Source: an optimization exercise on an open RTL-to-GDS flow (aim: small area, a short achievable clock period and few clock cycles per item). Production flows keep margins and buffers that such runs may drop.
At most, simulation tests tie the RTL to the original design; equivalence was not proved.
Function not checked in runs 3 and 4: the RTL went through the layout flow alone.
Power is estimated from default activity; no workload was simulated.

==> design/flow/design.v <==
package wgns_pkg;
	localparam int MAX_WIDTH  = 256;
	localparam int MAX_HEIGHT = 256;
	localparam int COL_W      = $clog2(MAX_WIDTH);
	localparam int ROW_W      = $clog2(MAX_HEIGHT);
	localparam int SIZE_W     = 9;
	localparam int THR_W      = 4;
	localparam int CFG_IDX_W  = 2;
	localparam int CFG_DATA_W = SIZE_W;
	localparam int IN_DATA_W  = 8;
	localparam int OUT_DATA_W = 24;
	localparam int OUT_USER_W = 2;
	localparam logic [SIZE_W-1:0] RST_WIDTH   = SIZE_W'(64);
	localparam logic [SIZE_W-1:0] RST_HEIGHT  = SIZE_W'(64);
	localparam logic [THR_W-1:0]  RST_KEEP    = THR_W'(5);
	localparam logic [THR_W-1:0]  RST_GROW    = THR_W'(6);
	localparam logic [CFG_IDX_W-1:0] REG_GRID_WIDTH  = 2'd0;
	localparam logic [CFG_IDX_W-1:0] REG_GRID_HEIGHT = 2'd1;
	localparam logic [CFG_IDX_W-1:0] REG_WALL_KEEP   = 2'd2;
	localparam logic [CFG_IDX_W-1:0] REG_FLOOR_GROW  = 2'd3;
endpackage
module wgns_seg #(
	parameter int LEN = 1
) (
	input  logic clk,
	input  logic en,
	input  logic sel,
	input  logic d,
	output logic q
);
	logic [LEN-1:0] sr;
	always_ff @(posedge clk) begin
		if (en) begin
			sr <= {sr, d};
		end
	end
	assign q = sel ? sr[LEN-1] : d;
endmodule
module wgns_line_buf (
	input  logic       clk,
	input  logic       en,
	input  logic [7:0] sel,
	input  logic       d,
	output logic       q
);
	logic s128, s64, s32, s16, s8, s4, s2, s1;
	logic r1, r2;
	wgns_seg #(.LEN(128)) u_s128 (.clk(clk), .en(en), .sel(sel[7]), .d(d),    .q(s128));
	wgns_seg #(.LEN(64))  u_s64  (.clk(clk), .en(en), .sel(sel[6]), .d(s128), .q(s64));
	wgns_seg #(.LEN(32))  u_s32  (.clk(clk), .en(en), .sel(sel[5]), .d(s64),  .q(s32));
	wgns_seg #(.LEN(16))  u_s16  (.clk(clk), .en(en), .sel(sel[4]), .d(s32),  .q(s16));
	always_ff @(posedge clk) begin
		if (en) begin
			r1 <= s16;
		end
	end
	wgns_seg #(.LEN(8))   u_s8   (.clk(clk), .en(en), .sel(sel[3]), .d(r1),   .q(s8));
	wgns_seg #(.LEN(4))   u_s4   (.clk(clk), .en(en), .sel(sel[2]), .d(s8),   .q(s4));
	wgns_seg #(.LEN(2))   u_s2   (.clk(clk), .en(en), .sel(sel[1]), .d(s4),   .q(s2));
	wgns_seg #(.LEN(1))   u_s1   (.clk(clk), .en(en), .sel(sel[0]), .d(s2),   .q(s1));
	always_ff @(posedge clk) begin
		if (en) begin
			r2 <= s1;
		end
	end
	assign q = r2;
endmodule
module wall_grid_neighbor_smoothing_core (
	input  logic                                clk,
	input  logic                                arst_n,
	input  logic                                s_axis_tvalid,
	output logic                                s_axis_tready,
	input  logic [wgns_pkg::IN_DATA_W-1:0]      s_axis_tdata,   
	output logic                                m_axis_tvalid,
	input  logic                                m_axis_tready,
	output logic [wgns_pkg::OUT_DATA_W-1:0]     m_axis_tdata,   
	output logic [wgns_pkg::OUT_USER_W-1:0]     m_axis_tuser,   
	output logic                                m_axis_tlast,   
	input  logic                                cfg_we,
	input  logic [wgns_pkg::CFG_IDX_W-1:0]      cfg_index,
	input  logic [wgns_pkg::CFG_DATA_W-1:0]     cfg_wdata
);
	logic [7:0] sat3;
	logic [7:0] wv_q, hv_q;    
	logic [3:0] keep_thr_q, grow_thr_q;
	assign sat3 = (cfg_wdata < 9'd3)   ? 8'd0 :
	              (cfg_wdata > 9'd256) ? 8'd253 : 8'(cfg_wdata - 9'd3);
	always_ff @(posedge clk or negedge arst_n) begin
		if (!arst_n) begin
			wv_q       <= 8'(wgns_pkg::RST_WIDTH - 3);
			hv_q       <= 8'(wgns_pkg::RST_HEIGHT - 3);
			keep_thr_q <= wgns_pkg::RST_KEEP;
			grow_thr_q <= wgns_pkg::RST_GROW;
		end else if (cfg_we) begin
			case (cfg_index)
				wgns_pkg::REG_GRID_WIDTH:  wv_q       <= sat3;
				wgns_pkg::REG_GRID_HEIGHT: hv_q       <= sat3;
				wgns_pkg::REG_WALL_KEEP:   keep_thr_q <= cfg_wdata[3:0];
				wgns_pkg::REG_FLOOR_GROW:  grow_thr_q <= cfg_wdata[3:0];
				default: ;
			endcase
		end
	end
	logic e0_q, e1_q, v0_q, v1_q, tready_q;
	logic in_acc, adv_q, push_q, take;
	logic v0_n, v1_n;
	assign in_acc        = s_axis_tvalid && tready_q;
	assign s_axis_tready = tready_q;
	always_comb begin
		v0_n = v0_q;
		v1_n = v1_q;
		if (adv_q) begin
			v0_n = v1_q || in_acc;
			v1_n = v1_q && in_acc;
		end else if (in_acc) begin
			v0_n = 1'b1;
			v1_n = v0_q;
		end
	end
	always_ff @(posedge clk or negedge arst_n) begin
		if (!arst_n) begin
			v0_q <= 1'b0;
			v1_q <= 1'b0;
		end else begin
			v0_q <= v0_n;
			v1_q <= v1_n;
		end
	end
	always_ff @(posedge clk) begin
		tready_q <= !v1_n;
	end
	always_ff @(posedge clk) begin
		if (adv_q ? !v1_q : !v0_q)
			e0_q <= s_axis_tdata[0];
		else if (adv_q)
			e0_q <= e1_q;
		if (in_acc)
			e1_q <= s_axis_tdata[0];
	end
	logic [7:0] cd_q, rd_q, cd_n, rd_n;
	logic       fc_q, fr_q, r1_q, lc_q, lr_q;    
	logic       fc_n, fr_n, r1_n, lc_n, lr_n;
	logic       has_a, has_b, has_a_n, has_b_n;
	assign has_a   = !fr_q && !fc_q;
	assign has_b   = lc_q || lr_q;
	assign has_a_n = !fr_n && !fc_n;
	assign has_b_n = lc_n || lr_n;
	always_comb begin
		cd_n = cd_q;
		rd_n = rd_q;
		fc_n = fc_q;
		fr_n = fr_q;
		r1_n = r1_q;
		lc_n = lc_q;
		lr_n = lr_q;
		if (adv_q) begin
			if (lc_q) begin
				cd_n = '0;
				fc_n = 1'b1;
				lc_n = 1'b0;
				if (lr_q) begin
					rd_n = '0;
					fr_n = 1'b1;
					r1_n = 1'b0;
					lr_n = 1'b0;
				end else begin
					rd_n = rd_q - 1'b1;
					fr_n = 1'b0;
					r1_n = fr_q;
					lr_n = rd_q == ~hv_q;
				end
			end else begin
				cd_n = cd_q - 1'b1;
				fc_n = 1'b0;
				lc_n = cd_q == ~wv_q;
			end
		end
	end
	always_ff @(posedge clk or negedge arst_n) begin
		if (!arst_n) begin
			cd_q <= '0;
			rd_q <= '0;
			fc_q <= 1'b1;
			fr_q <= 1'b1;
			r1_q <= 1'b0;
			lc_q <= 1'b0;
			lr_q <= 1'b0;
		end else begin
			cd_q <= cd_n;
			rd_q <= rd_n;
			fc_q <= fc_n;
			fr_q <= fr_n;
			r1_q <= r1_n;
			lc_q <= lc_n;
			lr_q <= lr_n;
		end
	end
	logic mid_bit, top_bit;    
	wgns_line_buf u_row1 (
		.clk (clk),
		.en  (push_q),
		.sel (wv_q),
		.d   (e0_q),
		.q   (mid_bit)
	);
	wgns_line_buf u_row2 (
		.clk (clk),
		.en  (push_q),
		.sel (wv_q),
		.d   (mid_bit),
		.q   (top_bit)
	);
	logic [1:0] new_sum, s1_sum_q, s2_sum_q;
	logic       m2_q;           
	logic       t_eff, b_eff;
	logic [3:0] ge, ge_q;
	assign t_eff   = top_bit || r1_q;
	assign b_eff   = e0_q || lr_q;
	assign new_sum = lc_q ? 2'd3 : 2'(t_eff) + 2'(mid_bit) + 2'(b_eff);
	logic [9:0] keep_t, grow_t, thr_t, thr_s;
	always_comb begin
		for (int j = 0; j < 10; j++) begin
			keep_t[j] = 4'(j) > keep_thr_q;
			grow_t[j] = 4'(j) >= grow_thr_q;
		end
		thr_t = m2_q ? keep_t : grow_t;
		thr_s = thr_t >> s1_sum_q;
		ge    = 4'(thr_s >> (fc_q ? 2'd3 : s2_sum_q));
	end
	always_ff @(posedge clk) begin
		if (adv_q) begin
			s1_sum_q <= fc_q ? 2'd3 : s2_sum_q;
			s2_sum_q <= new_sum;
			m2_q     <= mid_bit;
			ge_q     <= ge;
		end
	end
	logic pa_q, pb_q, bbit_q, abit, ov_q, mv, mv_bit;
	logic pa_n, pb_n;
	logic q0_q, q1_q, qv0_q, qv1_q, qv0_n, qv1_n;
	logic adv_n, free_n;
	assign abit   = ge_q[s2_sum_q];
	assign mv     = (pa_q || pb_q) && !qv1_q;
	assign mv_bit = pa_q ? abit : bbit_q;
	assign take   = qv0_q && (m_axis_tready || !ov_q);
	always_comb begin
		pa_n = pa_q;
		pb_n = pb_q;
		if (adv_q && (has_a || has_b)) begin
			pa_n = has_a;
			pb_n = has_b;
		end else if (mv) begin
			if (pa_q)
				pa_n = 1'b0;
			else
				pb_n = 1'b0;
		end
		qv0_n = qv0_q;
		qv1_n = qv1_q;
		if (take) begin
			qv0_n = qv1_q || mv;
			qv1_n = 1'b0;
		end else if (mv) begin
			qv0_n = 1'b1;
			qv1_n = qv0_q;
		end
		if (has_a_n || has_b_n)
			free_n = !(pa_n || pb_n) || (!qv1_n && (pa_n != pb_n));
		else
			free_n = !pa_n || !qv1_n;
		adv_n = v0_n && free_n;
	end
	always_ff @(posedge clk or negedge arst_n) begin
		if (!arst_n) begin
			pa_q   <= 1'b0;
			pb_q   <= 1'b0;
			qv0_q  <= 1'b0;
			qv1_q  <= 1'b0;
			adv_q  <= 1'b0;
			push_q <= 1'b0;
		end else begin
			pa_q   <= pa_n;
			pb_q   <= pb_n;
			qv0_q  <= qv0_n;
			qv1_q  <= qv1_n;
			adv_q  <= adv_n;
			push_q <= adv_n && !lc_n;
		end
	end
	always_ff @(posedge clk) begin
		if (adv_q && has_b)
			bbit_q <= e0_q;
		if (take ? !qv1_q : !qv0_q)
			q0_q <= mv_bit;
		else if (take)
			q0_q <= q1_q;
		if (mv && qv0_q && !take)
			q1_q <= mv_bit;
	end
	logic       owall_q, osm_q, orl_q, olast_q, start_q;
	logic [7:0] ocol_q, orow_q;
	logic       f_xw2_q, f_yh2_q, f_yh1_q;    
	logic       n_sm, n_rl, n_last, n_xw2, n_yh2, n_yh1;
	logic [7:0] n_col, n_row;
	logic       eq_wm3, eq_hm3;
	assign eq_wm3 = ocol_q == wv_q;
	assign eq_hm3 = orow_q == hv_q;
	always_comb begin
		n_sm   = 1'b0;
		n_rl   = 1'b1;
		n_last = 1'b0;
		n_xw2  = 1'b0;
		n_yh2  = 1'b0;
		n_yh1  = 1'b0;
		n_col  = ocol_q;
		n_row  = orow_q;
		if (start_q || olast_q) begin
			n_col = wv_q + 8'd2;
			n_row = '0;
		end else if (!osm_q) begin
			if (f_yh1_q) begin
				n_sm  = 1'b1;
				n_rl  = 1'b0;
				n_row = hv_q + 8'd1;
				n_xw2 = f_xw2_q;
				n_yh2 = 1'b1;
			end else if (f_yh2_q) begin
				n_col = '0;
				n_row = orow_q + 1'b1;
				n_yh1 = 1'b1;
			end else begin
				n_sm  = 1'b1;
				n_col = '0;
			end
		end else begin
			if (f_yh2_q) begin
				n_col  = ocol_q + 1'b1;
				n_row  = orow_q + 1'b1;
				n_xw2  = eq_wm3;
				n_yh1  = 1'b1;
				n_last = f_xw2_q;
			end else if (f_xw2_q) begin
				n_col = ocol_q + 1'b1;
				n_row = orow_q + 1'b1;
				n_yh2 = eq_hm3;
			end else begin
				n_sm  = 1'b1;
				n_col = ocol_q + 1'b1;
				n_xw2 = eq_wm3;
				n_rl  = !eq_wm3;
				n_yh2 = f_yh2_q;
			end
		end
	end
	always_ff @(posedge clk or negedge arst_n) begin
		if (!arst_n) begin
			ov_q    <= 1'b0;
			start_q <= 1'b1;
		end else begin
			ov_q <= take || (ov_q && !m_axis_tready);
			if (take)
				start_q <= 1'b0;
		end
	end
	logic [20:0] oreg_q, oreg_n;
	assign oreg_n = ({21{take}}  & {q0_q, n_row, n_col, n_rl, n_sm, n_last}) |
	                ({21{!take}} & oreg_q);
	always_ff @(posedge clk or negedge arst_n) begin
		if (!arst_n)
			oreg_q <= '0;
		else
			oreg_q <= oreg_n;
	end
	assign {owall_q, orow_q, ocol_q, orl_q, osm_q, olast_q} = oreg_q;
	always_ff @(posedge clk) begin
		if (take) begin
			f_xw2_q <= n_xw2;
			f_yh2_q <= n_yh2;
			f_yh1_q <= n_yh1;
		end
	end
	assign m_axis_tvalid = ov_q;
	assign m_axis_tdata  = {7'd0, owall_q, orow_q, ocol_q};
	assign m_axis_tuser  = {orl_q, osm_q};
	assign m_axis_tlast  = olast_q;
endmodule
==> design/flow/run.sh <==
#!/bin/bash
# synth_recipe.tcl (not shown) runs the flow's synth.tcl, then flattens the netlist and writes it again
# the make line also repeats each setting of config.mk as NAME=value (left out here)
make -C /OpenROAD-flow-scripts/flow DESIGN_CONFIG=/design/flow/config.mk WORK_HOME=/design/flow/orfs CLKGATE_MAP_FILE= SYNTH_SCRIPT=/design/flow/synth_recipe.tcl finish
==> design/flow/config.mk <==
export PLATFORM = sky130hd
export DESIGN_NAME = wall_grid_neighbor_smoothing_core
export DESIGN_NICKNAME = wall_grid_neighbor_smoothing_core
export VERILOG_FILES = /design/flow/design.v
export SDC_FILE = /design/flow/constraint.sdc
export NUM_CORES = 4
export LEC_CHECK = 0
export ABC_AREA = 1
export CAP_MARGIN = 20
export CORE_MARGIN = 2
export CORE_UTILIZATION = 60
export CTS_BUF_LIST = sky130_fd_sc_hd__clkbuf_8
export CTS_CLUSTER_DIAMETER = 60
export CTS_CLUSTER_SIZE = 20
export HOLD_SLACK_MARGIN = 0
export SETUP_SLACK_MARGIN = 2.9
export SLEW_MARGIN = 20
==> design/flow/constraint.sdc <==
create_clock -name core_clock -period 5.0 [get_ports {clk}]
set_input_delay 1.0000 -clock core_clock [delete_from_list [all_inputs] [get_ports {clk}]]
set_output_delay 1.0000 -clock core_clock [all_outputs]
set_load 0.01 [all_outputs]
==> results of run 1 <==
[report_power, final]
part | internal (µW) | switching (µW)
clock | 952 | 1510
sequential | 9240 | 1110
combinational | 925 | 1970
total | 11100 | 4600
[logic make-up after synthesis]
| kind of cell | Yosys count | synth area share [%] |
|---|---|---|
| DFF | 607 | 83.56 |
| and+or+nand+nor | 385 | 7.697 |
| AOI/OAI and AO/OA | 170 | 4.302 |
| buffers and inverters | 133 | 2.663 |
| xor gates and xnor gates | 24 | 0.9833 |
| adders and majority gates | 10 | 0.6204 |
| muxes | 3 | 0.1522 |
| other | 1 | 0.01754 |
[repair_timing]
item,CTS,global route
buffers inserted,21,4
cloned,0,1
pin swaps,0,4
endpoints found under the hold margin,0,0
setup endpoints to repair,188,47
resized for setup,130,15
[metrics by stage]
stage | power, µW | instances | hold slack, ps | utilization [%]
2_1_floorplan | 12020 | 1339 | 400.3 | -
3_3_place_gp | 12990 | 1813 | 400.8 | 63.11
3_5_place_dp | 13080 | 1813 | 404.5 | 63.11
4_1_cts | 15810 | 1900 | 412.4 | 66.03
5_1_grt | 16620 | 1906 | 237.5 | 66.39
6_report | 15710 | 1906 | 275.7 | 66.39
[state kept, by name (all words and copies together) (netlist names), 8 cells and up, named ones only]
signal and flops:
u_row1.u_s128.sr 128, u_row2.u_s64.sr 64, u_row1.u_s64.sr 64, u_row1.u_s32.sr 32, u_row2.u_s16.sr 16, u_row2.u_s128.sr 128
u_row2.u_s32.sr 32, u_row2.u_s8.sr 8, u_row1.u_s8.sr 8, cd_q 8, hv_q 8, u_row1.u_s16.sr 16
wv_q 8, rd_q 8
[cell usage in the layout (no fill, tap or decap), types with 17 or more instances in the layout]
master    netlist  layout
o21ai_0        81      81
a21oi_1        32      32
buf_4          12      25
inv_1          89      96
clkbuf_8        0      43
nand2_1       211     209
dfrtp_1        58      41
nand3_1        68      68
nor2_1         71      69
edfxtp_1      531     531
dfstp_2        17      17
a31oi_1        17      17
xor2_1         17      17
[synthesized netlist by cell type (3+ instances only)]
master / count
edfxtp_1: 531
nand2_1: 211
inv_1: 89
o21ai_0: 81
nor2_1: 71
nand3_1: 68
dfrtp_1: 58
a21oi_1: 32
o21ai_1: 19
a31oi_1: 17
dfstp_2: 17
xor2_1: 17
buf_4: 12
nand4_1: 11
buf_2: 10
inv_2: 10
ha_1: 9
o22ai_1: 9
nor3_1: 7
xnor2_1: 7
clkbuf_1: 5
o211ai_1: 5
nor2_2: 4
nor3_2: 4
buf_1: 3
nand2_2: 3
[routing by layer]
layer  vias up  GRT usage (%)
li1       4957              -
met1      5152          30.13
met2       204          25.16
met3        47          3.091
met4         0          4.521
met5         -              0
[final cells by class]
type,count,area [µm²]
flip-flops and latches,607,17890
fillers,2411,11870
multi-input cells,599,3017
repair buffers,71,740.7
clock buffers,43,591.8
well taps,461,576.8
inverters,102,392.9
clock inverters,23,231.5
[worst min path at each step]
stage                    startpoint               endpoint  slack [ps]  cells past startpoint
2_1_floorplan  u_row1.u_s128.sr[99]  u_row1.u_s128.sr[100]         400                      0
3_3_place_gp   u_row2.u_s128.sr[81]   u_row2.u_s128.sr[82]         400                      0
3_5_place_dp   u_row1.u_s128.sr[22]   u_row1.u_s128.sr[23]         400                      0
4_1_cts          u_row1.u_s64.sr[6]     u_row1.u_s64.sr[7]         410                      0
5_1_grt                      arst_n              async pin         240                      1
6_report                     arst_n              async pin         280                      1
==> flow_summary_export.csv, run 1 <==
group,metric,value,unit
yosys,synth_edf_count,531,
job,maxCapViolations,0,
setup_path,setup.worst_path.start_class,"flop",
setup_path,slowest_stage,"dfrtp_1",
drt,routed.top_layer,"met4",
drt,drt_iter0_drc,787,
yosys,yosys.area.top_type,"edfxtp_1",
setup_path,crit_path_end,"m_axis_tlast",
yosys,synthTopCellsByArea,"edfxtp_1 75%, dfrtp_1 6.8%, nand2_1 3.7%, dfstp_2 2.1%, o21ai_0 1.9%",
setup_path,worstReg2RegStart,"push_q",
die,coreArea,35310,µm²
setup_path,path_max_fanout,3,
clock_network,clockRootBuffer,"clkbuf_8",
placement,placed_cell_area,22280,µm²
sta,tightest_slew,752.5,ps
global_routing,antenna_found_initial,0,
sta,rsz0062_at_grt,"true",
finish,final_area,23440,µm²
setup_path,worstPathArrival,1170,ps
setup_path,cp.required,4000,ps
setup_path,rr_worst_depth,1,
yosys,ys_ff_latch,607,
drt,routedWlPerCell,17.72,µm
drt,ant_nets,0,
yosys,synthesis.area,21380,µm²
global_routing,grt_pass1_vias,9668,
power_and_ir_drop,power_density,670.3,nW/µm²
sta,maxSlewViolCount,0,
yosys,netlist.area_leader.share,74.59,%
drt,dr_total_vias,10360,
power_and_ir_drop,peakVddDrop,0.3701,mV
yosys,postSynth.asyncResetShare,12.36,%
drt,wl_met1,17510,µm
clock_network,cts_buffers,41,
setup_path,crit_cells,1,
setup_path,crit_buf_inv,1,
clock_network,cts_sinks,607,
global_routing,overflow,0,
worst_hold_path,hold_class,"in -> async",
sta,min_period,2170,ps
clock_network,cts_tree,"built",
clock_network,clkTransAtPathRegs,110,ps
global_routing,grt_first_pass_wirelength,51640,µm
die,start_util,60.54,%
setup_path,critPathKind,"reg -> out",
setup_path,cp_cell_sequence,"buf_2",
die,fp.dieH,192.8,µm
status,status,"complete, no violations",
drt,viasPerCell,5.435,
finish,syn_to_final_growth,9.657,%
sta,report.final.setup_viol,0,
clock_network,hold_buffers,0,
placement,hpwl,19370,µm
sta,skew,24.94,ps
clock_network,clk_latency,600,ps
sta,max_freq,460.9,MHz
drt,wl_met3,1597,µm
yosys,syn_inst,1333,
drt,dr_wl_met2,14120,µm
yosys,synth-main-ff-cell,"edfxtp_1",
setup_path,reg2reg_slack,3020,ps
yosys,ys_warn_count,10,
finish,layout-drive-gt1-share,12.73,%
sta,setup_ws,2830,ps
setup_path,critPathMaxStageDelay,420,ps
die,row_count,69,
die,dieArea,37150,µm²
power_and_ir_drop,p_leak,0.008711,µW
placement,dpl_worst_slack,1993,ps
finish,antennaDiodeCount,0,
sta,hold_violations,0,
setup_path,timing.rr.end,"u_row2.u_s128.sr[55]",
placement,io_buffers,38,
drt,wl,33770,µm
sta,max-slew-margin-rel,49.83,%
setup_path,critPathTopFamily,"flip-flops",
clock_network,cts_buffer_depth,3,
yosys,synth_cell_types,45,
yosys,syn_area_per_cell,16.04,µm²
yosys,yosysSeqAreaShare,83.56,%
clock_network,htree_num_levels,2,
global_routing,track_usage,18.18,%
die,design.portCount,53,
drt,drc,0,
drt,dr.pass1.iters,5,
setup_path,worst_setup_path_end_kind,"primary output",
finish,nets,1456,
sta,setup_tns,0,ps
sta,finalCritPeriodShare,43.39,%
placement,place_congestion,0.8569,
global_routing,grt_max_degree,148,
die,die_w,192.8,µm
Testbench counts, summed over its fixed seeds: cycles 72,316, items 68,207.
==> run 2, diff against run 1 <==
--- a/design/flow/config.mk
+++ b/design/flow/config.mk
@@ -5,12 +5,11 @@
 export SDC_FILE = /design/flow/constraint.sdc
 export NUM_CORES = 4
 export LEC_CHECK = 0
-export ABC_AREA = 1
 export CAP_MARGIN = 20
 export CORE_MARGIN = 2
-export CORE_UTILIZATION = 60
+export CORE_UTILIZATION = 70
 export CTS_BUF_LIST = sky130_fd_sc_hd__clkbuf_8
-export CTS_CLUSTER_DIAMETER = 60
+export CTS_CLUSTER_DIAMETER = 50
 export CTS_CLUSTER_SIZE = 20
 export HOLD_SLACK_MARGIN = 0
 export SETUP_SLACK_MARGIN = 2.9
==> flow_summary_export.csv, run 2 <==
group,metric,value,unit
finish,final_common_cell,"edfxtp_1",
clock_network,clk_latency,590,ps
yosys,synth_cell_types,67,
yosys,netlist.area_leader.share,74.54,%
finish,final_area,23570,µm²
power_and_ir_drop,power.share.combinational,19.5,%
power_and_ir_drop,power_density,595.3,nW/µm²
placement,hpwl,16520,µm
power_and_ir_drop,peakVddDrop,0.8392,mV
sta,report.final.setup_viol,0,
global_routing,grt_pass1_vias,8950,
yosys,synthTopCellsByArea,"edfxtp_1 75%, dfrtp_1 6.8%, dfstp_2 2.1%, o21ai_0 1.6%, mux2_2 1.3%",
status,status,"complete, no violations",
setup_path,cp_cell_sequence,"buf_6",
power_and_ir_drop,intPower,9994,µW
clock_network,cts_buffer_depth,3,
global_routing,track_usage,19.48,%
clock_network,clkTransAtPathRegs,110,ps
placement,place_congestion,0.7964,
worst_hold_path,whs_path_depth,0,
setup_path,worstPathArrival,1190,ps
setup_path,rr_worst_depth,4,
die,start_util,70.49,%
drt,drc,0,
finish,nets,1286,
clock_network,clockRootBuffer,"clkbuf_8",
global_routing,grt_max_degree,186,
yosys,syn_area_per_cell,18.31,µm²
drt,dr_total_vias,9739,
drt,routedWlPerCell,18.50,µm
sta,max_freq,455.7,MHz
global_routing,grt_first_pass_wirelength,47470,µm
setup_path,setup.worst_path.start_class,"flop",
finish,multi_input_area,3353,µm²
die,design.portCount,53,
sta,min_period,2194,ps
sta,finalCritPeriodShare,43.89,%
finish,seq_area,17900,µm²
finish,antennaDiodeCount,0,
drt,wl,31090,µm
yosys,ys_ff_latch,607,
finish,most-common-layout-cells,"531 x edfxtp_1, 60 x o21ai_0, 58 x nand2_1, 48 x clkbuf_8, 41 x dfrtp_1",
finish,layout-drive-gt1-share,18.21,%
yosys,syn_inst,1168,
setup_path,crit_buf_inv,1,
worst_hold_path,hold_class,"reg -> reg",
setup_path,crit_cells,1,
die,die_w,178.8,µm
power_and_ir_drop,sw_frac_of_total,28.77,%
placement,placed_cell_area,22130,µm²
global_routing,overflow,0,
global_routing,antenna_found_initial,0,
yosys,synth-main-ff-cell,"edfxtp_1",
finish,syn_to_final_growth,10.18,%
power_and_ir_drop,pwr-share-seq,61.4,%
setup_path,worstReg2RegStart,"wv_q[3]",
yosys,synth_edf_count,531,
clock_network,htree_num_levels,2,
die,row_count,64,
power_and_ir_drop,p_switching,4036,µW
yosys,synthesis.area,21390,µm²
sta,rsz0062_at_grt,"true",
yosys,synth_most_common_cell,"edfxtp_1",
job,maxCapViolations,0,
sta,max-slew-margin-rel,32.35,%
drt,drt_iter0_drc,870,
clock_network,cts_buffers,44,
die,coreArea,30350,µm²
yosys,yosysSeqAreaShare,83.51,%
power_and_ir_drop,p_clk_share,19.1,%
sta,setup_tns,0,ps
setup_path,path_max_fanout,2,
setup_path,cp.required,4000,ps
yosys,postSynth.asyncResetShare,12.36,%
worst_hold_path,worstHoldStart,"u_row1.u_s64.sr[20]",
setup_path,critPathMaxStageDelay,490,ps
finish,reg_top3,"u_row1.u_s128.sr x128, u_row2.u_s128.sr x128",
die,fp.dieH,178.8,µm
die,dieArea,31970,µm²
yosys,synth_commonest_cells,"531 x edfxtp_1, 70 x o21ai_0, 65 x nand2_1, 58 x dfrtp_1, 36 x nor2_1",
drt,dr.pass1.iters,6,
setup_path,slowest_stage,"dfrtp_4",
sta,maxSlewViolCount,0,
setup_path,critPathTopFamily,"flip-flops",
clock_network,hold_buffers,0,
setup_path,worst_setup_path_end_kind,"primary output",
sta,hold_violations,0,
sta,holdWs,409.9,ps
placement,io_buffers,38,
finish,fillers,1616,
yosys,ys_warn_count,10,
sta,tightest_slew,1015,ps
sta,skew,22.27,ps
power_and_ir_drop,p_leak,0.007677,µW
setup_path,critPathKind,"reg -> out",
clock_network,cts_tree,"built",
drt,viasPerCell,5.794,
clock_network,cts_sinks,607,
drt,ant_nets,0,
yosys,yosys.area.top_type,"edfxtp_1",
-- run 2: cell count changes after synthesis, sizes merged, moves of 11 or more --
cell / change
inv: -80
nand2b: +14
nand2: -149
xor2: +14
o21ai: -31
nor2: -40
clkbuf: +25
xnor2: +21
mux2: +24
nor3: +11
a22o: +12
nand3: -49
-- run 2: timing repair --
item	in CTS	in global routing
hold endpoints to repair	0	0
endpoints found under the setup margin	147	406
gates cloned	1	0
pin swaps	5	7
gates resized for setup	138	28
buffers inserted	28	13
-- run 2: power by group through the flow --
stage                     Clock (µW)  Combinational [µW]  Sequential, µW
after floorplan                    0                1350            9060
after global placement             0                2220            8800
after detailed placement           0                2290            8820
after CTS                       2790                2570            8680
after global routing            2950                3040            8770
final                           2690                2730            8610
-- run 2: final timing paths --
kind	to	slack, ps
max	m_axis_tuser[0]	2810
min	u_row1.u_s64.sr[21]	410
max reg2reg	u_row2.r2	2970
min reg2reg	u_row1.u_s64.sr[21]	410
max in group asynchronous	push_q	3720
min in group asynchronous	async pin	540
-- run 2: through the flow --
step	power (µW)	cells	worst slack [ps]	utilization [%]
finish	14030	1681	2806	77.66
global placement	11020	1560	1588	72.92
floorplan	10410	1174	790.7	-
CTS	14030	1668	2778	77.05
detailed placement	11110	1560	1557	72.92
global route	14760	1681	2778	77.66
-- run 2: cell type report --
cell class / count / share of cell area (%)
inverter: 22 / 0.3663
timing repair buffer: 83 / 3.222
tap: 396 / 2.102
clock buffer: 48 / 2.803
clock inverter: 31 / 1.348
multi-input combinational: 494 / 14.23
sequential: 607 / 75.93
-- run 2: cell families (layout without fill, tap and decap cells) --
group / after synthesis / after routing / synth area share [%]
DFF: 607 / 607 / 83.51
and+or+nand+nor: 213 / 214 / 4.972
AOI/OAI and AO/OA: 167 / 167 / 4.913
buffers and inverters: 74 / 184 / 1.597
xor gates and xnor gates: 59 / 59 / 2.416
muxes: 37 / 37 / 1.959
adders and majority gates: 10 / 10 / 0.6200
other: 1 / 7 / 0.01753
-- run 2: per-layer routing --
layer / vias up / global-route usage [%] / share of wire, % / routed length (µm)
met5: - / 0 / 0 / 0
met4: 0 / 5.657 / 2.1 / 655
met3: 52 / 3.350 / 4.8 / 1477
met2: 227 / 27.29 / 44 / 13530
met1: 4882 / 32.08 / 50 / 15430
li1: 4578 / - / - / -
==> run 3, diff against run 2 <==
--- a/design/flow/design.v
+++ b/design/flow/design.v
@@ -276,18 +276,18 @@
 			pb_q   <= 1'b0;
 			qv0_q  <= 1'b0;
 			qv1_q  <= 1'b0;
-			adv_q  <= 1'b0;
-			push_q <= 1'b0;
 		end else begin
 			pa_q   <= pa_n;
 			pb_q   <= pb_n;
 			qv0_q  <= qv0_n;
 			qv1_q  <= qv1_n;
-			adv_q  <= adv_n;
-			push_q <= adv_n && !lc_n;
 		end
 	end
 	always_ff @(posedge clk) begin
+		adv_q  <= adv_n;
+		push_q <= adv_n && !lc_n;
+	end
+	always_ff @(posedge clk) begin
 		if (adv_q && has_b)
 			bbit_q <= e0_q;
 		if (take ? !qv1_q : !qv0_q)
--- a/design/flow/config.mk
+++ b/design/flow/config.mk
@@ -7,9 +7,9 @@
 export LEC_CHECK = 0
 export CAP_MARGIN = 20
 export CORE_MARGIN = 2
-export CORE_UTILIZATION = 70
+export CORE_UTILIZATION = 60
 export CTS_BUF_LIST = sky130_fd_sc_hd__clkbuf_8
-export CTS_CLUSTER_DIAMETER = 50
+export CTS_CLUSTER_DIAMETER = 60
 export CTS_CLUSTER_SIZE = 20
 export HOLD_SLACK_MARGIN = 0
 export SETUP_SLACK_MARGIN = 2.9
==> flow_summary_export.csv, run 3 <==
group,metric,value,unit
setup_path,worst_setup_path_end_kind,"primary output",
finish,most-common-layout-cells,"531 x edfxtp_1, 57 x o21ai_0, 54 x buf_4, 51 x nand2_1, 43 x clkbuf_8",
clock_network,clk_latency,630,ps
drt,drc,0,
die,row_count,69,
setup_path,cp.required,4000,ps
clock_network,clkTransAtPathRegs,110,ps
drt,drt_iter0_drc,684,
setup_path,timing.rr.end,"u_row1.r1",
finish,fillers,2343,
yosys,yosys.area.top_type,"edfxtp_1",
status,status,"complete, no violations",
finish,final_common_cell,"edfxtp_1",
die,dieArea,37140,µm²
yosys,syn_area_per_cell,18.40,µm²
drt,wl,31530,µm
sta,holdWs,416.6,ps
drt,viasPerCell,5.581,
yosys,synth-main-ff-cell,"edfxtp_1",
drt,dr.pass1.iters,4,
setup_path,rr_worst_depth,4,
clock_network,clockRootBuffer,"clkbuf_8",
yosys,synthTopCellsByArea,"edfxtp_1 75%, dfrtp_1 6.6%, dfstp_2 2.1%, mux2_2 1.7%, o21ai_0 1.5%",
worst_hold_path,hold_class,"reg -> reg",
finish,final_area,23570,µm²
clock_network,cts_tree,"built",
die,die_w,192.7,µm
power_and_ir_drop,power_density,585.0,nW/µm²
die,coreArea,35310,µm²
power_and_ir_drop,p_leak,0.007702,µW
setup_path,critPathKind,"reg -> out",
placement,dpl_worst_slack,1729,ps
yosys,synth_commonest_cells,"531 x edfxtp_1, 65 x o21ai_0, 56 x dfrtp_1, 52 x nand2_1, 39 x clkbuf_1",
yosys,netlist.area_leader.share,74.63,%
finish,nets,1294,
finish,reg_top3,"u_row1.u_s128.sr x128, u_row2.u_s128.sr x128",
clock_network,cts_buffer_depth,3,
yosys,synth_most_common_cell,"edfxtp_1",
setup_path,cp_cell_sequence,"buf_6",
worst_hold_path,worstHoldStart,"u_row2.u_s16.sr[3]",
sta,max-slew-margin-rel,36.30,%
worst_hold_path,whs_path_depth,0,
power_and_ir_drop,peakVddDrop,0.3691,mV
yosys,ys_ff_latch,607,
setup_path,critPathMaxStageDelay,490,ps
setup_path,path_max_fanout,2,
global_routing,grt_max_degree,174,
placement,dp.cells,1622,
placement,io_buffers,38,
global_routing,grt_first_pass_wirelength,48620,µm
sta,skew,30.75,ps
setup_path,reg2reg_slack,2940,ps
placement,hpwl,16680,µm
global_routing,grt_pass1_vias,8972,
finish,syn_to_final_growth,10.32,%
yosys,ys_warn_count,10,
drt,ant_nets,0,
drt,dr_total_vias,9727,
sta,setup_ws,2779,ps
yosys,postSynth.asyncResetShare,12.03,%
sta,maxSlewViolCount,0,
sta,report.final.setup_viol,0,
sta,min_period,2221,ps
setup_path,setup.worst_path.start_class,"flop",
setup_path,critPathTopFamily,"flip-flops",
sta,max_freq,450.3,MHz
yosys,synth_cell_types,69,
yosys,syn_inst,1161,
worst_hold_path,min_to,"u_row2.u_s16.sr[4]",
placement,place_congestion,0.7844,
placement,placed_cell_area,22200,µm²
sta,finalCritPeriodShare,44.41,%
setup_path,worstReg2RegStart,"e0_q",
global_routing,track_usage,17.07,%
die,design.portCount,53,
clock_network,htree_num_levels,2,
clock_network,cts_buffers,40,
setup_path,worstPathArrival,1220,ps
global_routing,antenna_found_initial,1,
sta,hold_violations,0,
global_routing,overflow,0,
drt,routedWlPerCell,18.09,µm
yosys,synth_edf_count,531,
setup_path,slowest_stage,"dfrtp_4",
yosys,yosysSeqAreaShare,83.56,%
finish,seq_area,17890,µm²
yosys,synthesis.area,21370,µm²
finish,stdcell_count,1743,
finish,layout-drive-gt1-share,18.81,%
setup_path,crit_buf_inv,1,
finish,multi_input_area,3327,µm²
sta,tightest_slew,955.5,ps
sta,setup_tns,0,ps
job,maxCapViolations,0,
clock_network,cts_sinks,607,
die,fp.dieH,192.7,µm
sta,rsz0062_at_grt,"true",
die,start_util,60.51,%
-- run 3: changes by cell type after synthesis, sizes merged, moves of 5 or more --
| cell | previous run | this run |
|---|---|---|
| clkbuf | 30 | 39 |
| nand3 | 19 | 25 |
| a31oi | 8 | 3 |
| or3 | 1 | 6 |
| nand2 | 65 | 52 |
| inv | 20 | 25 |
| a21o | 4 | 9 |
| mux2 | 26 | 33 |
| buf | 22 | 12 |
-- run 3: worst max path at each step --
stage               slack [ps]  depth (start not counted)               to    startpoint
floorplan                  790                          0        u_row1.r1        push_q
global placement          1760                          6          hv_q[3]  cfg_wdata[2]
detailed placement        1730                          6          hv_q[3]  cfg_wdata[2]
CTS                       2720                          1  m_axis_tuser[0]          flop
global route              2730                          1  m_axis_tuser[0]          flop
finish                    2780                          1  m_axis_tuser[0]          flop
-- run 3: area by class of cell --
| class | instances | share of cell area (%) |
|---|---|---|
| flip-flops and latches | 607 | 75.88 |
| multi-input cells | 484 | 14.11 |
| repair buffers | 101 | 4.023 |
| clock buffers | 43 | 2.511 |
| well taps | 461 | 2.447 |
| clock inverters | 20 | 0.5892 |
| inverters | 26 | 0.4299 |
| diodes | 1 | 0.01062 |
-- run 3: cell families after synthesis --
kind of cell	after synthesis	share of synthesized area, %
XOR/XNOR	61	2.500
multiplexers	40	2.126
flip-flops	607	83.56
adder cells (fa/ha/maj)	10	0.6207
AND/OR/NAND/NOR	211	5.089
buffers and inverters	77	1.534
other	1	0.01755
AO/OA/AOI/OAI	154	4.556
-- run 3: through the flow --
stage / power, µW / utilization, %
CTS: 13760 / 65.80
global placement: 11130 / 62.88
global route: 14570 / 66.75
floorplan: 10450 / -
detailed placement: 11200 / 62.88
finish: 13790 / 66.76
-- run 3: layer usage --
layer	track usage [%]	vias up	wire, µm
met5	0	-	0
met3	2.891	59	1389
met1	28.10	4898	15950
met2	22.87	200	13400
met4	6.518	0	793
li1	-	4570	-
-- run 3: repair_timing --
| action | in CTS | in global routing |
|---|---|---|
| pin swaps | 3 | 7 |
| buffers inserted | 28 | 26 |
| hold endpoints to repair | 0 | 0 |
| setup endpoints to repair | 99 | 94 |
| hold buffers | 0 | 0 |
| resized for setup | 159 | 21 |
| gates cloned | 0 | 3 |
-- run 3: power breakdown --
| group | internal [µW] | switching (µW) |
|---|---|---|
| logic | 1090 | 1750 |
| registers | 7860 | 754 |
| clock network | 870 | 1460 |
==> run 4, diff against run 3 <==
--- a/design/flow/design.v
+++ b/design/flow/design.v
@@ -365,11 +365,8 @@
 	logic [20:0] oreg_q, oreg_n;
 	assign oreg_n = ({21{take}}  & {q0_q, n_row, n_col, n_rl, n_sm, n_last}) |
 	                ({21{!take}} & oreg_q);
-	always_ff @(posedge clk or negedge arst_n) begin
-		if (!arst_n)
-			oreg_q <= '0;
-		else
-			oreg_q <= oreg_n;
+	always_ff @(posedge clk) begin
+		oreg_q <= oreg_n;
 	end
 	assign {owall_q, orow_q, ocol_q, orl_q, osm_q, olast_q} = oreg_q;
 	always_ff @(posedge clk) begin
==> flow_summary_export.csv, run 4 <==
group,metric,value,unit
status,status,"complete, no violations",
clock_network,clkTransAtPathRegs,120,ps
setup_path,setup.worst_path.start_class,"flop",
yosys,syn_inst,1122,
global_routing,met2_usage,23.12,%
finish,final_common_cell,"edfxtp_1",
power_and_ir_drop,power.total,14890,µW
setup_path,timing.rr.end,"ge_q[3]",
power_and_ir_drop,p_leak,0.008061,µW
global_routing,grt_pass1_vias,8843,
yosys,synthTopCellsByArea,"edfxtp_1 78%, dfrtp_1 4.2%, dfstp_2 2.1%, mux2_2 1.4%, xnor2_1 1.3%",
drt,dr.pass1.iters,5,
sta,report.final.setup_viol,0,
yosys,syn_area_per_cell,19.02,µm²
drt,wl,31050,µm
setup_path,crit_buf_inv,1,
finish,nets,1257,
power_and_ir_drop,peakVddDrop,0.4174,mV
setup_path,crit_cells,1,
yosys,postSynth.asyncResetShare,8.731,%
clock_network,cts_sinks,607,
die,row_count,69,
finish,reg_top3,"u_row1.u_s128.sr x128, u_row2.u_s128.sr x128",
clock_network,cts_buffer_depth,3,
clock_network,clk_latency,640,ps
yosys,yosys.area.top_type,"edfxtp_1",
sta,finalCritPeriodShare,44.18,%
setup_path,reg2reg_slack,2850,ps
die,dieArea,37080,µm²
sta,tightest_slew,799.3,ps
sta,max_freq,452.7,MHz
sta,skew,47.26,ps
placement,io_buffers,38,
global_routing,overflow,0,
global_routing,antenna_found_initial,2,
sta,min_period,2209,ps
job,maxCapViolations,0,
finish,final_area,23380,µm²
placement,hpwl,16530,µm
die,start_util,60.42,%
yosys,synth_edf_count,551,
setup_path,critPathTopFamily,"flip-flops",
setup_path,slowest_stage,"edfxtp_1",
clock_network,hold_buffers,0,
placement,placed_cell_area,22230,µm²
global_routing,grt_first_pass_wirelength,48430,µm
sta,max-slew-margin-rel,46.72,%
setup_path,critPathKind,"reg -> out",
setup_path,rr_worst_depth,5,
yosys,synth_commonest_cells,"551 x edfxtp_1, 49 x nand2_1, 36 x dfrtp_1, 36 x o21ai_0, 34 x nor2_1",
finish,layout-drive-gt1-share,17.31,%
drt,ant_nets,0,
setup_path,worstReg2RegStart,"grow_thr_q[2]",
placement,place_congestion,0.8441,
sta,maxSlewViolCount,0,
global_routing,busiest_layer,"met1",
drt,routedWlPerCell,18.17,µm
drt,viasPerCell,5.579,
sta,setup_ws,2791,ps
die,die_w,192.6,µm
yosys,yosysSeqAreaShare,84.15,%
yosys,synthesis.area,21340,µm²
setup_path,cp_cell_sequence,"buf_2",
drt,dr_total_vias,9534,
yosys,ys_ff_latch,607,
power_and_ir_drop,power_density,637.1,nW/µm²
die,coreArea,35310,µm²
clock_network,cts_buffers,41,
sta,rsz0062_at_grt,"true",
finish,antennaDiodeCount,0,
clock_network,clockRootBuffer,"clkbuf_8",
worst_hold_path,hold_class,"reg -> reg",
clock_network,cts_tree,"built",
yosys,netlist.area_leader.share,77.55,%
yosys,ys_warn_count,10,
drt,drt_iter0_drc,712,
finish,syn_to_final_growth,9.571,%
setup_path,worst_setup_path_end_kind,"primary output",
setup_path,path_max_fanout,2,
global_routing,grt_use_met3,3.182,%
yosys,synth_cell_types,72,
setup_path,cp.required,4000,ps
die,design.portCount,53,
global_routing,grt_max_degree,170,
global_routing,use_met1,27.74,%
drt,drc,0,
global_routing,track_usage,17.08,%
setup_path,worstPathArrival,1210,ps
finish,most-common-layout-cells,"551 x edfxtp_1, 49 x nand2_1, 46 x buf_4, 43 x clkbuf_8, 42 x inv_1",
setup_path,critPathMaxStageDelay,430,ps
clock_network,htree_num_levels,2,
setup_path,crit_path_end,"m_axis_tlast",
die,fp.dieH,192.6,µm
placement,dpl_worst_slack,2046,ps
yosys,synth-main-ff-cell,"edfxtp_1",
sta,setup_tns,0,ps
yosys,synth_most_common_cell,"edfxtp_1",
sta,hold_violations,0,
[run 4: changes by cell type after synthesis, moves of 5 or more]
cell / previous run / this run
o21ai_0: 65 / 36
a221oi_1: 1 / 6
nand3b_1: 7 / 2
clkbuf_1: 39 / 26
mux2_2: 33 / 27
inv_1: 25 / 31
nand3_1: 25 / 20
dfrtp_1: 56 / 36
edfxtp_1: 531 / 551
[run 4: routing by layer]
| layer | vias up | routed length (µm) |
|---|---|---|
| li1 | 4486 | - |
| met1 | 4769 | 15680 |
| met2 | 216 | 13170 |
| met3 | 61 | 1414 |
| met4 | 2 | 772 |
| met5 | - | 13 |
[run 4: what timing repair did]
action	in CTS	in global routing
pin swaps	7	4
cloned	1	0
setup endpoints to repair	245	51
setup buffers	33	14
resized for setup	109	16
[run 4: kinds of logic (layout without fill, tap and decap cells)]
kind of cell	count (synthesis)	after routing	synth area share [%]
AO/OA/AOI/OAI	143	143	4.539
XOR/XNOR	61	61	2.504
adder cells (fa/ha/maj)	10	10	0.6216
buffers and inverters	70	190	1.454
flip-flops	607	607	84.15
multiplexers	36	36	2.023
other	1	7	0.01758
AND/OR/NAND/NOR	194	194	4.692
[run 4: stage by stage]
step,std cells,hold slack (ps),util [%]
after floorplan,1128,400.3,-
after global placement,1593,400.4,62.95
after detailed placement,1593,404.5,62.95
after CTS,1695,390.3,65.76
after global routing,1709,393.9,66.21
final,1709,378.7,66.21
[run 4: cell type report]
cell class              count  area (µm²)
well taps                 461       576.8
flip-flops and latches    607       17970
clock inverters            25       195.2
fillers                  2365       11930
inverters                  31       120.1
multi-input cells         451        3191
repair buffers             90       728.2
clock buffers              43       591.8
repair inverters            1       7.507
[run 4: worst min-delay path by stage]
| stage | startpoint | endpoint | cells past startpoint |
|---|---|---|---|
| 2_1_floorplan | q0_q | flop | 0 |
| 3_3_place_gp | u_row2.u_s2.sr[0] | u_row2.u_s2.sr[1] | 0 |
| 3_5_place_dp | u_row1.u_s128.sr[106] | u_row1.u_s128.sr[107] | 0 |
| 4_1_cts | u_row1.u_s16.sr[5] | u_row1.u_s16.sr[6] | 0 |
| 5_1_grt | u_row1.u_s4.sr[0] | u_row1.u_s4.sr[1] | 0 |
| 6_report | u_row1.u_s16.sr[5] | u_row1.u_s16.sr[6] | 0 |
[run 4: power by group]
part           internal, µW  switching (µW)
logic                  1040            1750
clock network           890            1500
registers              8780             923
total                 10700            4180
==> run 5, diff against run 4 <==
--- a/design/flow/design.v
+++ b/design/flow/design.v
@@ -276,18 +276,18 @@
 			pb_q   <= 1'b0;
 			qv0_q  <= 1'b0;
 			qv1_q  <= 1'b0;
+			adv_q  <= 1'b0;
+			push_q <= 1'b0;
 		end else begin
 			pa_q   <= pa_n;
 			pb_q   <= pb_n;
 			qv0_q  <= qv0_n;
 			qv1_q  <= qv1_n;
+			adv_q  <= adv_n;
+			push_q <= adv_n && !lc_n;
 		end
 	end
 	always_ff @(posedge clk) begin
-		adv_q  <= adv_n;
-		push_q <= adv_n && !lc_n;
-	end
-	always_ff @(posedge clk) begin
 		if (adv_q && has_b)
 			bbit_q <= e0_q;
 		if (take ? !qv1_q : !qv0_q)
@@ -365,8 +365,11 @@
 	logic [20:0] oreg_q, oreg_n;
 	assign oreg_n = ({21{take}}  & {q0_q, n_row, n_col, n_rl, n_sm, n_last}) |
 	                ({21{!take}} & oreg_q);
-	always_ff @(posedge clk) begin
-		oreg_q <= oreg_n;
+	always_ff @(posedge clk or negedge arst_n) begin
+		if (!arst_n)
+			oreg_q <= '0;
+		else
+			oreg_q <= oreg_n;
 	end
 	assign {owall_q, orow_q, ocol_q, orl_q, osm_q, olast_q} = oreg_q;
 	always_ff @(posedge clk) begin
--- a/design/flow/config.mk
+++ b/design/flow/config.mk
@@ -12,5 +12,5 @@
 export CTS_CLUSTER_DIAMETER = 60
 export CTS_CLUSTER_SIZE = 20
 export HOLD_SLACK_MARGIN = 0
-export SETUP_SLACK_MARGIN = 2.9
+export SETUP_SLACK_MARGIN = 2.8
 export SLEW_MARGIN = 20
==> flow_summary_export.csv, run 5 <==
group,metric,value,unit
status,status,"complete, no violations",
power_and_ir_drop,p_clk_share,17.1,%
job,maxCapViolations,0,
power_and_ir_drop,sw_frac_of_total,28.85,%
setup_path,crit_cells,1,
sta,setup_tns,0,ps
drt,dr.pass1.iters,5,
clock_network,clockRootBuffer,"clkbuf_8",
clock_network,clkTransAtPathRegs,110,ps
finish,syn_to_final_growth,7.949,%
die,row_count,69,
global_routing,antenna_found_initial,1,
placement,place_congestion,0.8168,
global_routing,grt_pass1_vias,8815,
drt,viasPerCell,5.592,
finish,multi_input_area,3287,µm²
die,start_util,60.58,%
sta,rsz0062_at_grt,"true",
placement,io_buffers,38,
die,design.portCount,53,
drt,dr_total_vias,9545,
yosys,ys_warn_count,10,
setup_path,timing.rr.end,"u_row2.r2",
setup_path,worst_setup_path_end_kind,"primary output",
drt,drc,0,
setup_path,crit_buf_inv,1,
setup_path,path_max_fanout,2,
setup_path,critPathMaxStageDelay,490,ps
power_and_ir_drop,pwr-share-seq,64.1,%
clock_network,cts_tree,"built",
yosys,postSynth.asyncResetShare,12.36,%
die,coreArea,35310,µm²
yosys,synth_cell_types,67,
finish,final_common_cell,"edfxtp_1",
clock_network,cts_buffers,40,
power_and_ir_drop,p_switching,3876,µW
drt,ant_nets,0,
power_and_ir_drop,power.share.combinational,18.8,%
yosys,netlist.area_leader.share,74.54,%
setup_path,worstPathArrival,1200,ps
sta,max_freq,455.6,MHz
yosys,synth_adder_area_share,0.6200,%
yosys,synth-simple-area-share,4.972,%
setup_path,reg2reg_slack,2830,ps
global_routing,grt_first_pass_wirelength,47760,µm
worst_hold_path,hold_class,"reg -> reg",
sta,max-slew-margin-rel,34.36,%
setup_path,worstReg2RegStart,"wv_q[3]",
clock_network,clk_latency,620,ps
worst_hold_path,whs_path_depth,0,
power_and_ir_drop,peakVddDrop,0.4160,mV
yosys,ys_ff_latch,607,
setup_path,slowest_stage,"dfrtp_4",
sta,finalCritPeriodShare,43.90,%
global_routing,track_usage,16.77,%
die,fp.dieH,192.8,µm
setup_path,critPathTopFamily,"flip-flops",
finish,fillers,2373,
die,dieArea,37180,µm²
yosys,syn_area_per_cell,18.31,µm²
global_routing,overflow,0,
setup_path,setup.worst_path.start_class,"flop",
finish,seq_area,17890,µm²
die,die_w,192.8,µm
sta,maxSlewViolCount,0,
power_and_ir_drop,power_density,581.9,nW/µm²
yosys,synth_most_common_cell,"edfxtp_1",
finish,reg_top3,"u_row1.u_s128.sr x128, u_row2.u_s128.sr x128",
power_and_ir_drop,intPower,9560,µW
setup_path,rr_worst_depth,4,
yosys,synth_top_family_by_area,"simple AND/OR/NAND/NOR gates",
setup_path,cp.required,4000,ps
sta,min_period,2195,ps
clock_network,htree_num_levels,2,
clock_network,cts_sinks,607,
yosys,synthesis.area,21390,µm²
yosys,synth-xor-area-share,2.416,%
yosys,synth_commonest_cells,"531 x edfxtp_1, 70 x o21ai_0, 65 x nand2_1, 58 x dfrtp_1, 36 x nor2_1",
power_and_ir_drop,p_leak,0.007392,µW
yosys,syn_inst,1168,
global_routing,grt_max_degree,153,
setup_path,critPathKind,"reg -> out",
power_and_ir_drop,power.total,13440,µW
drt,routedWlPerCell,18.12,µm
yosys,muxShareOfSynthArea,1.959,%
placement,hpwl,16550,µm
worst_hold_path,worstHoldStart,"u_row1.u_s4.sr[2]",
drt,wl,30930,µm
clock_network,hold_buffers,0,
setup_path,cp_cell_sequence,"buf_6",
clock_network,cts_buffer_depth,3,
sta,report.final.setup_viol,0,
finish,nets,1264,
sta,hold_violations,0,
yosys,yosysSeqAreaShare,83.51,%
finish,most-common-layout-cells,"531 x edfxtp_1, 67 x o21ai_0, 60 x nand2_1, 41 x dfrtp_1, 41 x clkbuf_8",
yosys,synth_edf_count,531,
yosys,synth-main-ff-cell,"edfxtp_1",
yosys,yosys.area.top_type,"edfxtp_1",
worst_hold_path,min_to,"u_row1.u_s4.sr[3]",
drt,drt_iter0_drc,588,
yosys,synth-compound-area-share,4.913,%
finish,layout-drive-gt1-share,15.50,%
yosys,synthTopCellsByArea,"edfxtp_1 75%, dfrtp_1 6.8%, dfstp_2 2.1%, o21ai_0 1.6%, mux2_2 1.3%",
sta,skew,35.96,ps
sta,tightest_slew,984.6,ps
==> run 5: worst register-to-register path, stage by stage (launching register included) <==
cell	delay (ps)
dfstp_2	720
mux2_2	390
mux2_2	280
mux2_2	270
mux2_2	260
==> run 5: power by group through the flow <==
stage / clock network, µW / logic, µW / registers (µW)
after floorplan: 0 / 1350 / 9060
after global placement: 0 / 2310 / 8770
after detailed placement: 0 / 2350 / 8780
after CTS: 2420 / 2520 / 8630
after global routing: 2580 / 2850 / 8770
final: 2290 / 2530 / 8610
==> run 5: cell type report <==
| cell class | count | area share, % |
|---|---|---|
| Sequential cell | 607 | 77.49 |
| Multi-Input combinational cell | 493 | 14.23 |
| Tap cell | 461 | 2.498 |
| Clock buffer | 41 | 2.444 |
| Timing Repair Buffer | 66 | 2.384 |
| Clock inverter | 16 | 0.5852 |
| Inverter | 22 | 0.3576 |
| Antenna cell | 1 | 0.01084 |
==> run 5: how the worst max path moves through the flow <==
stage	startpoint	endpoint	slack, ps
floorplan	push_q	u_row1.r1	790
global placement	cfg_wdata[2]	wv_q[0]	2020
detailed placement	cfg_wdata[2]	wv_q[4]	1960
CTS	flop	m_axis_tuser[0]	2660
global route	wv_q[4]	push_q	2750
finish	flop	m_axis_tuser[0]	2800
==> run 5: logic make-up (layout without fill, tap and decap cells) <==
group,after synthesis,in the layout
DFF,607,607
buffers and inverters,74,145
other,1,8
xor gates and xnor gates,59,59
AOI/OAI and AO/OA,167,167
muxes,37,37
adders and majority gates,10,10
and+or+nand+nor,213,213
==> run 5: per-stage QoR <==
stage / utilization [%] / instances / hold WS (ps) / cell area, µm² / setup slack (ps)
after floorplan: - / 1174 / 400.3 / 21460 / 790.7
after global routing: 65.39 / 1706 / 392.0 / 23090 / 2748
after CTS: 65.22 / 1705 / 382.9 / 23030 / 2656
final: 65.40 / 1707 / 393.5 / 23090 / 2805
after global placement: 62.97 / 1627 / 402.1 / 22240 / 2021
after detailed placement: 62.97 / 1627 / 404.5 / 22240 / 1957
==> run 5: layer usage <==
metal / vias up / GRT usage, % / share of wire [%]
met3: 44 / 3.146 / 3.9
li1: 4511 / - / -
met5: - / 0 / 0
met2: 147 / 22.43 / 42
met4: 0 / 5.578 / 2.1
met1: 4843 / 27.77 / 52
==> run 5: repair_timing <==
item | in CTS | in global routing
resized for setup | 110 | 18
setup buffers | 21 | 1
setup endpoints to repair | 47 | 25
pin swaps | 0 | 4
hold endpoints to repair | 0 | 0
Testbench counts of run 5, summed over its fixed seeds: cycles 72,316, items 68,207.
==> run 6, diff against run 5 <==
--- a/design/flow/config.mk
+++ b/design/flow/config.mk
@@ -12,5 +12,5 @@
 export CTS_CLUSTER_DIAMETER = 60
 export CTS_CLUSTER_SIZE = 20
 export HOLD_SLACK_MARGIN = 0
-export SETUP_SLACK_MARGIN = 2.8
+export SETUP_SLACK_MARGIN = 3.0
 export SLEW_MARGIN = 20
==> flow_summary_export.csv, run 6 <==
group,metric,value,unit
status,status,"complete, no violations",
drt,dr.pass1.iters,5,
clock_network,cts_buffers,41,
finish,most-common-layout-cells,"531 x edfxtp_1, 60 x nand2_1, 56 x o21ai_0, 56 x buf_4, 44 x clkbuf_8",
placement,dpl_worst_slack,2000,ps
drt,viasPerCell,5.521,
placement,place_congestion,0.7954,
drt,routedWlPerCell,18.13,µm
sta,setup_tns,0,ps
global_routing,grt_pass1_vias,8954,
setup_path,critPathKind,"reg -> out",
yosys,ys_warn_count,10,
power_and_ir_drop,p_leak,0.007728,µW
sta,holdWs,408.6,ps
finish,reg_top3,"u_row1.u_s128.sr x128, u_row2.u_s128.sr x128",
yosys,synth_edf_count,531,
sta,maxSlewViolCount,0,
finish,nets,1302,
finish,seq_area,17900,µm²
drt,drt_iter0_drc,577,
yosys,yosys.area.top_type,"edfxtp_1",
finish,fin_util,67.02,%
sta,skew,16.41,ps
clock_network,clockRootBuffer,"clkbuf_8",
clock_network,cts_buffer_depth,3,
sta,tightest_slew,975.6,ps
yosys,synthTopCellsByArea,"edfxtp_1 75%, dfrtp_1 6.8%, dfstp_2 2.1%, o21ai_0 1.6%, mux2_2 1.3%",
yosys,yosysSeqAreaShare,83.51,%
setup_path,cp.required,4000,ps
job,maxCapViolations,0,
setup_path,crit_buf_inv,1,
power_and_ir_drop,power.total,13780,µW
finish,final_common_cell,"edfxtp_1",
die,fp.dieH,192.8,µm
setup_path,setup.worst_path.start_class,"flop",
die,coreArea,35310,µm²
yosys,netlist.area_leader.share,74.54,%
sta,max-slew-margin-rel,34.96,%
finish,antennaDiodeCount,0,
setup_path,path_max_fanout,2,
sta,max_freq,455.8,MHz
setup_path,critPathMaxStageDelay,490,ps
sta,setup_ws,2806,ps
placement,hpwl,16470,µm
placement,io_buffers,38,
finish,syn_to_final_growth,10.63,%
worst_hold_path,hold_class,"reg -> reg",
die,start_util,60.58,%
clock_network,cts_tree,"built",
sta,rsz0062_at_grt,"true",
global_routing,overflow,0,
drt,ant_nets,0,
sta,report.final.setup_viol,0,
global_routing,grt_max_degree,175,
yosys,syn_area_per_cell,18.31,µm²
die,row_count,69,
global_routing,antenna_found_initial,1,
sta,hold_violations,0,
die,die_w,192.8,µm
setup_path,cp_cell_sequence,"buf_6",
yosys,synth_commonest_cells,"531 x edfxtp_1, 70 x o21ai_0, 65 x nand2_1, 58 x dfrtp_1, 36 x nor2_1",
yosys,synth-main-ff-cell,"edfxtp_1",
yosys,postSynth.asyncResetShare,12.36,%
global_routing,track_usage,17.24,%
clock_network,cts_sinks,607,
yosys,synth_cell_types,67,
setup_path,critPathTopFamily,"flip-flops",
drt,drc,0,
clock_network,hold_buffers,0,
die,design.portCount,53,
finish,fillers,2365,
setup_path,worst_setup_path_end_kind,"primary output",
clock_network,clkTransAtPathRegs,100,ps
sta,min_period,2194,ps
sta,finalCritPeriodShare,43.88,%
setup_path,slowest_stage,"dfrtp_4",
die,dieArea,37180,µm²
clock_network,htree_num_levels,2,
setup_path,worstPathArrival,1190,ps
power_and_ir_drop,power_density,582.4,nW/µm²
drt,dr_total_vias,9690,
yosys,syn_inst,1168,
drt,wl,31820,µm
yosys,ys_ff_latch,607,
yosys,synthesis.area,21390,µm²
finish,multi_input_area,3426,µm²
global_routing,grt_first_pass_wirelength,49140,µm
clock_network,clk_latency,600,ps
finish,layout-drive-gt1-share,19.32,%
power_and_ir_drop,peakVddDrop,0.3552,mV
yosys,synth_most_common_cell,"edfxtp_1",
-- run 6: cell counts after synthesis --
Identical to the previous run, type by type.
-- run 6: metal layers --
layer | routed length [µm] | part of all wire, % | global-route usage [%]
met1 | 16490 | 52 | 28.67
met2 | 13410 | 42 | 23.38
met3 | 1201 | 3.8 | 2.837
met4 | 714 | 2.2 | 5.344
met5 | 0 | 0 | 0
-- run 6: logic make-up (layout without fill, tap and decap cells) --
| logic type | count (synthesis) | count (layout) | share of synthesized area (%) |
|---|---|---|---|
| AO/OA/AOI/OAI | 167 | 167 | 4.913 |
| XOR/XNOR | 59 | 59 | 2.416 |
| flip-flops | 607 | 607 | 83.51 |
| buffers and inverters | 74 | 194 | 1.597 |
| AND/OR/NAND/NOR | 213 | 213 | 4.972 |
| multiplexers | 37 | 37 | 1.959 |
| other | 1 | 7 | 0.01753 |
| adder cells (fa/ha/maj) | 10 | 10 | 0.6200 |
-- run 6: report_power, final --
part	switching (µW)	total (µW)	internal [µW]
combinational	1840	2970	1130
clock	1460	2300	837
sequential	688	8510	7830
-- run 6: metrics by stage --
stage | area, µm² | instances
floorplan | 21470 | 1174
global placement | 22240 | 1629
detailed placement | 22240 | 1629
CTS | 23330 | 1734
global route | 23670 | 1755
finish | 23670 | 1755
-- run 6: cell type report --
type	instances	area share [%]
Sequential cell	607	75.63
Multi-Input combinational cell	493	14.48
Timing Repair Buffer	103	3.955
Clock buffer	44	2.559
Tap cell	461	2.437
Clock inverter	25	0.5657
Inverter	22	0.3807
-- run 6: worst paths after layout --
kind / start / to / slack (ps) / cells past startpoint
max reg2reg: wv_q[3] / u_row1.r2 / 2950 / 4
max: flop / m_axis_tuser[0] / 2810 / 1
min reg2reg: u_row1.u_s16.sr[12] / u_row1.u_s16.sr[13] / 410 / 0
max in group asynchronous: arst_n / push_q / 3710 / 1
min in group asynchronous: arst_n / async pin / 530 / 1
min: u_row1.u_s16.sr[12] / u_row1.u_s16.sr[13] / 410 / 0
-- run 6: what timing repair did --
| action | in CTS | in global routing |
|---|---|---|
| pin swaps | 7 | 6 |
| setup endpoints to repair | 272 | 178 |
| setup buffers | 36 | 20 |
| cloned | 0 | 1 |
| gates resized for setup | 157 | 45 |
==> run 7, diff against run 6 <==
--- a/design/flow/config.mk
+++ b/design/flow/config.mk
@@ -12,5 +12,6 @@
 export CTS_CLUSTER_DIAMETER = 60
 export CTS_CLUSTER_SIZE = 20
 export HOLD_SLACK_MARGIN = 0
-export SETUP_SLACK_MARGIN = 3.0
+export SETUP_SLACK_MARGIN = 2.9
 export SLEW_MARGIN = 20
+export TNS_END_PERCENT = 30
==> flow_summary_export.csv, run 7 <==
group,metric,value,unit
finish,fillers,2366,
placement,dpl_worst_slack,1910,ps
sta,hold_violations,0,
yosys,synth_commonest_cells,"531 x edfxtp_1, 70 x o21ai_0, 65 x nand2_1, 58 x dfrtp_1, 36 x nor2_1",
setup_path,critPathMaxStageDelay,620,ps
drt,viasPerCell,5.531,
finish,reg_top3,"u_row1.u_s128.sr x128, u_row2.u_s128.sr x128",
die,fp.dieH,192.8,µm
sta,setup_tns,0,ps
setup_path,cp_cell_sequence,"mux2_2 -> mux2_2 -> mux2_2 -> mux2_2",
placement,dp.cells,1628,
yosys,synthTopCellsByArea,"edfxtp_1 75%, dfrtp_1 6.8%, dfstp_2 2.1%, o21ai_0 1.6%, mux2_2 1.3%",
yosys,ys_ff_latch,607,
clock_network,cts_tree,"built",
setup_path,worstPathArrival,2540,ps
finish,multi_input_area,3267,µm²
global_routing,antenna_found_initial,1,
yosys,synth_edf_count,531,
yosys,synth-main-ff-cell,"edfxtp_1",
global_routing,track_usage,16.88,%
placement,hpwl,16740,µm
power_and_ir_drop,power.share.combinational,19.1,%
drt,ant_nets,0,
die,coreArea,35310,µm²
sta,setup_ws,2812,ps
placement,placed_cell_area,22190,µm²
yosys,yosysSeqAreaShare,83.51,%
finish,syn_to_final_growth,8.574,%
power_and_ir_drop,power_density,584.3,nW/µm²
yosys,postSynth.asyncResetShare,12.36,%
power_and_ir_drop,power.total,13570,µW
clock_network,htree_num_levels,2,
clock_network,clkTransAtPathRegs,110,ps
placement,place_congestion,0.8172,
clock_network,cts_sinks,607,
power_and_ir_drop,intPower,9653,µW
die,die_w,192.8,µm
yosys,synth_most_common_cell,"edfxtp_1",
clock_network,cts_buffers,42,
die,dieArea,37180,µm²
setup_path,worst_setup_path_end_kind,"flop",
power_and_ir_drop,peakVddDrop,0.5509,mV
power_and_ir_drop,p_switching,3919,µW
drt,drc,0,
drt,wl_met1,15950,µm
worst_hold_path,hold_class,"reg -> reg",
die,design.portCount,53,
finish,most-common-layout-cells,"531 x edfxtp_1, 69 x o21ai_0, 62 x nand2_1, 42 x clkbuf_8, 40 x dfrtp_1",
sta,finalCritPeriodShare,43.77,%
setup_path,path_max_fanout,7,
clock_network,clk_latency,590,ps
clock_network,hold_buffers,0,
setup_path,crit_buf_inv,0,
drt,dr_total_vias,9502,
drt,routedWlPerCell,18.08,µm
power_and_ir_drop,pwr-share-seq,63.4,%
sta,min_period,2188,ps
yosys,syn_inst,1168,
yosys,synthesis.area,21390,µm²
sta,rsz0062_at_grt,"true",
global_routing,grt_pass1_vias,8775,
setup_path,crit_cells,4,
setup_path,cp_common_cell,"mux2_2",
die,start_util,60.58,%
yosys,syn_area_per_cell,18.31,µm²
finish,final_common_cell,"edfxtp_1",
drt,dr_wl_met2,12930,µm
sta,max_freq,457.0,MHz
setup_path,rr_worst_depth,4,
yosys,synth_cell_types,67,
power_and_ir_drop,sw_frac_of_total,28.88,%
setup_path,critPathKind,"reg -> reg",
setup_path,slowest_stage,"dfrtp_1",
clock_network,clockRootBuffer,"clkbuf_8",
drt,wl,31070,µm
power_and_ir_drop,p_clk_share,17.4,%
sta,maxSlewViolCount,0,
yosys,netlist.area_leader.share,74.54,%
yosys,ys_warn_count,10,
global_routing,grt_max_degree,193,
drt,wl_met3,1431,µm
power_and_ir_drop,p_leak,0.007459,µW
job,maxCapViolations,0,
sta,skew,24.98,ps
drt,drt_iter0_drc,660,
finish,final_area,23230,µm²
sta,max-slew-margin-rel,31.60,%
setup_path,setup.worst_path.start_class,"flop",
global_routing,grt_first_pass_wirelength,48230,µm
setup_path,critPathTopFamily,"multiplexers",
status,status,"complete, no violations",
clock_network,cts_buffer_depth,3,
placement,io_buffers,38,
sta,tightest_slew,1026,ps
finish,layout-drive-gt1-share,15.37,%
setup_path,cp.required,5350,ps
yosys,yosys.area.top_type,"edfxtp_1",
global_routing,overflow,0,
sta,report.final.setup_viol,0,
finish,seq_area,17890,µm²
finish,nets,1269,
drt,dr.pass1.iters,4,
drt,routed.top_layer,"met4",
finish,stdcell_count,1718,
die,row_count,69,
worst_hold_path,whs_path_depth,0,
## run 7: kinds of logic (layout without fill, tap and decap cells)
group	after synthesis	count (layout)	synth area share (%)
flops	607	607	83.51
simple gates	213	213	4.972
compound gates	167	167	4.913
buf+inv	74	156	1.597
xor+xnor	59	59	2.416
mux	37	37	1.959
fa+ha+maj	10	10	0.6200
other cells	1	8	0.01753
## run 7: power by group through the flow
stage          clock network, µW  registers [µW]  logic, µW
6_report                    2360            8610       2600
5_1_grt                     2650            8790       2920
4_1_cts                     2490            8660       2560
3_5_place_dp                   0            8830       2310
3_3_place_gp                   0            8810       2270
2_1_floorplan                  0            9060       1340
## run 7: cell type report
type                    count  area share, %
flip-flops and latches    607          77.05
multi-input cells         493          14.07
clock buffers              42          2.489
inverters                  22         0.3717
repair buffers             69          2.796
well taps                 461          2.483
diodes                      1        0.01077
clock inverters            23         0.7380
## run 7: worst register-to-register path, delay by kind of cell (launching register included)
kind	cells	cell delay, ps
flip-flops	1	620
multiplexers	4	1350
## run 7: per-stage QoR
stage               hold slack (ps)  util [%]
finish                        418.9     65.78
detailed placement            404.5     62.85
floorplan                     400.3         -
CTS                           412.0     65.62
global route                  422.3     65.77
global placement              400.9     62.85
## run 7: path summary, 6_finish.rpt
path                       slack, ps           startpoint                  end
hold / removal                   420  u_row2.u_s64.sr[28]  u_row2.u_s64.sr[29]
min in group asynchronous        560               arst_n            async pin
hold reg to reg                  420  u_row2.u_s64.sr[28]  u_row2.u_s64.sr[29]
setup / recovery                2810              wv_q[7]            u_row1.r1
setup reg to reg                2810              wv_q[7]            u_row1.r1
max in group asynchronous       3690               arst_n                adv_q
## run 7: repair_timing
action,in CTS,in global routing
pin swaps,2,0
setup endpoints to repair,321,460
gates resized for setup,137,9
buffers inserted,23,1
## run 7: layer usage
layer	vias up	global-route usage (%)
met5	-	0
met4	0	5.344
met3	50	3.237
met2	173	22.62
met1	4752	27.95
li1	4527	-

Re-timed with assumed drivers on the ports (clkbuf_16 on the clock, buf_2 on other inputs), run 7 has 2.778 ns of setup slack against 2.812 ns with ideal ports, and 2.241 ns once port delays also move by the mid clock arrival of 0.630 ns.
